This design comes from an exercise in tuning for small area, a short achievable clock period and few clock cycles per item on the open sky130 flow, not from production work. Only simulation tests tie the RTL to the original design; equivalence was not proved. Power is estimated from default activity; no workload was simulated.

## run A
## alu_top
module alu_top
(
    input  logic        clock,
    input  logic        reset_n,
    input  logic [4:0]  op,
    input  logic [1:0]  size,
    input  logic        div_signed,
    input  logic [31:0] operand1,
    input  logic [31:0] operand2,
    output logic [31:0] result,
    output logic [4:0]  ccr,
    output logic        div_trap,
    output logic        div_ready
);
    logic [31:0] a, b;
    logic        x_q, n_q, z_q, v_q, c_q;
    assign a   = operand1;
    assign b   = operand2;
    assign ccr = {x_q, n_q, z_q, v_q, c_q};
    logic op_or, op_and, op_eor, op_add, op_sub, op_cmp, op_addx, op_subx, op_move;
    logic op_asl, op_lsl, op_rol, op_roxl, op_asr, op_lsr, op_ror, op_roxr, op_div;
    assign op_or   = op == 5'd1;
    assign op_and  = op == 5'd2;
    assign op_eor  = op == 5'd3;
    assign op_add  = op == 5'd4;
    assign op_sub  = op == 5'd5;
    assign op_cmp  = op == 5'd6;
    assign op_addx = op == 5'd7;
    assign op_subx = op == 5'd8;
    assign op_move = op == 5'd9;
    assign op_asl  = op == 5'd10;
    assign op_lsl  = op == 5'd11;
    assign op_rol  = op == 5'd12;
    assign op_roxl = op == 5'd13;
    assign op_asr  = op == 5'd14;
    assign op_lsr  = op == 5'd15;
    assign op_ror  = op == 5'd16;
    assign op_roxr = op == 5'd17;
    assign op_div  = op == 5'd18;
    logic is_logic, is_arith, is_left, is_right, subtract, extended;
    assign is_logic = op_or | op_and | op_eor | op_move;
    assign is_arith = op_add | op_sub | op_cmp | op_addx | op_subx;
    assign is_left  = op_asl | op_lsl | op_rol | op_roxl;
    assign is_right = op_asr | op_lsr | op_ror | op_roxr;
  ...
export LEC_CHECK = 0
export ABC_AREA = 1
export CAP_MARGIN = 20
export CORE_MARGIN = 2
export CORE_UTILIZATION = 60
export SETUP_SLACK_MARGIN = 1.5
export SLEW_MARGIN = 20
create_clock -name core_clock -period 6.0 [get_ports {clock}]
run.sh (not shown) runs the stock make flow with config.mk's settings and CLKGATE_MAP_FILE= SYNTH_SCRIPT=/design/flow/synth_recipe.tcl, a recipe that flattens the netlist after the stock synthesis.
Testbench counts of run A, summed over its fixed seeds: cycles 22,090, ops 19,200.
For run B, these inputs were changed with respect to run A:
Settings: changing CORE_UTILIZATION from 60 to 40.
### Flow results
Highest clock rate: run A vs run B — no meaningful difference. [compare] base=run A new=run B: height of the chip up 34 um, post-cts resize count up 28%. Run A vs run B, termination of the worst setup path: z_q$_DFFE_PN0P_ vs result[14]$_DFF_PN0_.
Changes in run C relative to run B:
Settings: changing CORE_UTILIZATION from 40 to 60; changing SETUP_SLACK_MARGIN from 1.5 to 1.75.
==> flow/flow/run.sh (new file) <==
#!/bin/bash
# Standard layout, with the port buffers made from sky130_fd_sc_hd__buf_1
# cells instead of the delay cells buffer_ports picks by default
set -e
export BUFFER_PORTS_ARGS="-buffer_cell sky130_fd_sc_hd__buf_1"
bash standard.sh > standard.log 2>&1
==> flow/standard.sh (new file) <==
#!/bin/bash
# synth_recipe.tcl (not shown) runs the flow's synth.tcl, then flattens the netlist and writes it again
# the make line also repeats each setting of config.mk as NAME=value (left out here)
make -C /OpenROAD-flow-scripts/flow DESIGN_CONFIG=/design/flow/config.mk WORK_HOME=/design/flow/orfs CLKGATE_MAP_FILE= SYNTH_SCRIPT=/design/flow/synth_recipe.tcl "${@:-finish}"
removed: flow/run.sh
The sequential power share on run B is in line with that on run C. Final routed wire length divided by cell count for run C: 0.79% up relative to run B. The lower depth of the worst register-to-register path of run B and run C is in run C. Compared with run B, run C shows a lower standard cell area after detailed placement. The share of total power consumed by net switching reported for run C is greater than that of run B by 2.0 points. The die area reported for run C is smaller than that of run B by about 33%. Between run B and run C, the flow reports final standard cell count with taps included and fillers excluded decreasing by a few percent. Run C ends up with higher total number of vias than run B does. Sequential share of layout area came out higher on run C than on run B.
Here is what was changed in the inputs of run D compared with run C.
Settings: CORE_UTILIZATION changed from 60 to 40; SETUP_SLACK_MARGIN removed (was 1.75).
==> flow/run.sh (new file) <==
#!/bin/bash
# synth_recipe.tcl (not shown) runs the flow's synth.tcl, then flattens the netlist and writes it again
# the make line also repeats each setting of config.mk as NAME=value (left out here)
make -C /OpenROAD-flow-scripts/flow DESIGN_CONFIG=/design/flow/config.mk WORK_HOME=/design/flow/orfs CLKGATE_MAP_FILE= SYNTH_SCRIPT=/design/flow/synth_recipe.tcl finish
removed: flow/flow/run.sh
removed: flow/standard.sh
[summary]
Detailed-route vias per instance, run C and run D: smaller value in run D. Delta (run D minus run C): met3 routed wirelength moved down, total internal power down 5.0%.
### run D -> run E
Settings: SETUP_SLACK_MARGIN: unset -> 1.5; CORE_UTILIZATION: 40 -> 60.
==> flow/flow/run.sh (new file) <==
#!/bin/bash
# Standard layout, with the port buffers made from sky130_fd_sc_hd__buf_1
# cells instead of the delay cells buffer_ports picks by default
set -e
export BUFFER_PORTS_ARGS="-buffer_cell sky130_fd_sc_hd__buf_1"
bash standard.sh > standard.log 2>&1
==> flow/standard.sh (new file) <==
#!/bin/bash
# synth_recipe.tcl (not shown) runs the flow's synth.tcl, then flattens the netlist and writes it again
# the make line also repeats each setting of config.mk as NAME=value (left out here)
make -C /OpenROAD-flow-scripts/flow DESIGN_CONFIG=/design/flow/config.mk WORK_HOME=/design/flow/orfs CLKGATE_MAP_FILE= SYNTH_SCRIPT=/design/flow/synth_recipe.tcl "${@:-finish}"
removed: flow/run.sh
[summary]
Proportion of cell area occupied by multi-input gates on run E is up relative to run D.
Run D ended up with op[0] as its worst setup path startpoint; run E ended up with op[4].
Delta (run E minus run D): area growth from synthesis to layout lost 4.7 points, final worst-path setup slack picked up an extra 950 ps, die area lost 33%, I/O pin total neither gained nor lost much.

---

Starting RTL as in the previous note.
Settings: LEC_CHECK=0, ABC_CLOCK_PERIOD_IN_PS=3500, CAP_MARGIN=20, CORE_MARGIN=2, CORE_UTILIZATION=40, SETUP_SLACK_MARGIN=2.5, SLEW_MARGIN=20; clock period 6.0 ns.
Stock flow here: none of the scripts above is used.
The first run ran to the end with no violations.
Testbench counts at the start, summed over its fixed seeds: cycles 22,090, ops 19,200.
Then changed:
- ABC_AREA: default -> 1
- ABC_CLOCK_PERIOD_IN_PS: 3500 -> default
- SETUP_SLACK_MARGIN: 2.5 -> 2.0
Outcome:
- The changed run finished clean
- cell area goes up by a few percent
- core utilization came out lower by 2.8 points
- sequential share of layout area is lower by 0.52 points
- wire length rises by about a fifth
- total power goes up by a few percent
- non-clock buffer count falls by 23
- setup slack gets better by 1.1 ns
- cell count climbs by a quarter to a third
- count of clock-buffer cells in the layout is unchanged
- die area came out higher by a little under a tenth
- hold slack gets worse by 0.040 ns
Then changed:
- ABC_AREA: 1 -> default
- ABC_CLOCK_PERIOD_IN_PS: default -> 4500
- SETUP_SLACK_MARGIN: 2.0 -> 1.5
Wire length fell by 14%.
Synthesized cell count fell by 28%.
Hold slack gains 0.031 ns.
Non-clock buffer count fell by 4.
Then changed:
==> flow/flow/run.sh (new file) <==
#!/bin/bash
# Standard layout, with the port buffers made from sky130_fd_sc_hd__buf_2
# cells instead of the delay cells buffer_ports picks by default
set -e
export BUFFER_PORTS_ARGS="-buffer_cell sky130_fd_sc_hd__buf_2"
bash standard.sh > standard.log 2>&1
==> flow/standard.sh (new file) <==
#!/bin/bash
# synth_recipe.tcl (not shown) runs the flow's synth.tcl, then flattens the netlist and writes it again
# the make line also repeats each setting of config.mk as NAME=value (left out here)
make -C /OpenROAD-flow-scripts/flow DESIGN_CONFIG=/design/flow/config.mk WORK_HOME=/design/flow/orfs CLKGATE_MAP_FILE= SYNTH_SCRIPT=/design/flow/synth_recipe.tcl "${@:-finish}"
- ABC_AREA: default -> 1
- ABC_CLOCK_PERIOD_IN_PS: 4500 -> default
- CORE_UTILIZATION: 40 -> 60
removed: flow/run.sh
Result:
- The changed run passed the timing, DRC and antenna checks
- first-iteration DRC count grows by 41%
- setup slack gets better by 0.90 ns
- combinational power shrinks by 21%
- count of clock-buffer cells in the layout shrinks by 1
- via count grows by 16%

---

v16:
alu_top, a different RTL version from the one above (not shown whole).
For scale: roughly 2,200 cells after synthesis, about 96 flip-flops, ~110 I/O pins, about 0.014 mm² of cells after synthesis.
==> flow/config.mk <==
export PLATFORM = sky130hd
export DESIGN_NAME = alu_top
export DESIGN_NICKNAME = alu_top
export VERILOG_FILES = /design/flow/design.v
export SDC_FILE = /design/flow/constraint.sdc
export NUM_CORES = 4
export LEC_CHECK = 0
export ABC_AREA = 1
export CAP_MARGIN = 20
export CORE_MARGIN = 2
export CORE_UTILIZATION = 70
export SETUP_SLACK_MARGIN = 1.5
export SLEW_MARGIN = 20
==> flow/constraint.sdc <==
create_clock -name core_clock -period 6.0 [get_ports {clock}]
set_input_delay 1.2000 -clock core_clock [delete_from_list [all_inputs] [get_ports {clock}]]
set_output_delay 1.2000 -clock core_clock [all_outputs]
set_load 0.01 [all_outputs]
standard.sh (not shown) runs the stock make flow with config.mk's settings and CLKGATE_MAP_FILE= SYNTH_SCRIPT=/design/flow/synth_recipe.tcl, a recipe that flattens the netlist after the stock synthesis.
==> flow/flow/run.sh <==
#!/bin/bash
# Standard layout, with the port buffers made from sky130_fd_sc_hd__buf_1
# cells instead of the delay cells buffer_ports picks by default
set -e
export BUFFER_PORTS_ARGS="-buffer_cell sky130_fd_sc_hd__buf_1"
bash standard.sh > standard.log 2>&1
Testbench counts of v16, summed over its fixed seeds: cycles 21,876, ops 19,200.
The inputs of v32 differ from those of v16 as listed below.
# v16
export LEC_CHECK = 0
export ABC_AREA = 1
export CAP_MARGIN = 20
export CORE_MARGIN = 2
export CORE_UTILIZATION = 70
export SETUP_SLACK_MARGIN = 1.5
export SLEW_MARGIN = 20
create_clock -name core_clock -period 6.0 [get_ports {clock}]
# v32
export LEC_CHECK = 0
export ABC_AREA = 1
export CAP_MARGIN = 20
export CORE_MARGIN = 2
export CORE_UTILIZATION = 60
export SETUP_SLACK_MARGIN = 1.5
export SLEW_MARGIN = 20
create_clock -name core_clock -period 6.0 [get_ports {clock}]
--- outcome ---
Changes observed in v32 relative to v16: clock input transition at the sequential cells of the worst setup and hold paths closely matched the old numbers; global-route usage saw a decrease; starting density of the core dropped 10 points. For v16, the last element of the critical path was u_div.rem_q[13], unlike v32, where it was u_div.ovf_q.

==> what the ideal ports hide <==
The flow's constraints put no driver on any port. The routed layouts listed below were extracted and timed again, unchanged, in two steps. Step 1, drivers: a clkbuf_16 drives clock and a buf_2 each remaining input, both assumed. Step 2 adds t to the input delays and takes it off the output delays; t is the mean of the earliest and latest rising clock arrival at the registers after step 1. Input paths then give back, and output paths get back, about the clock's delay inside the block. Slacks: ideal / step 1 / step 2; pairs: ideal / step 1.
run	shift t [ns]	setup WS [ns]	hold WS [ns]	worst register clock-pin slew, ns
run A	0.400	1.613 / 1.639 / 1.239	0.471 / 0.471 / 0.471	0.08 / 0.08
run B	0.403	1.600 / 1.621 / 1.218	0.474 / 0.474 / 0.474	0.08 / 0.08
run C	0.391	1.782 / 1.803 / 1.412	0.477 / 0.477 / 0.477	0.08 / 0.08
run D	0.403	0.591 / 0.615 / 0.212	0.474 / 0.474 / 0.474	0.08 / 0.08
run E	0.397	1.544 / 1.566 / 1.169	0.470 / 0.470 / 0.470	0.08 / 0.08
the first run of note 2	0.398	0.826 / 0.826 / 0.623	0.511 / 0.511 / 0.511	0.07 / 0.07
the second run of note 2	0.396	1.890 / 1.890 / 1.552	0.471 / 0.471 / 0.471	0.08 / 0.08
the third run of note 2	0.401	0.733 / 0.733 / 0.631	0.502 / 0.502 / 0.502	0.08 / 0.08
the fourth run of note 2	0.393	1.630 / 1.654 / 1.261	0.474 / 0.474 / 0.474	0.08 / 0.08
v16	0.396	1.547 / 1.547 / 1.193	0.474 / 0.474 / 0.474	0.09 / 0.09
v32	0.392	1.613 / 1.637 / 1.245	0.470 / 0.470 / 0.470	0.08 / 0.08
After both steps every run listed still meets setup and hold. The setup slack of run B, which loses most, moves by +0.021 ns with the drivers and by -0.382 ns with both steps.
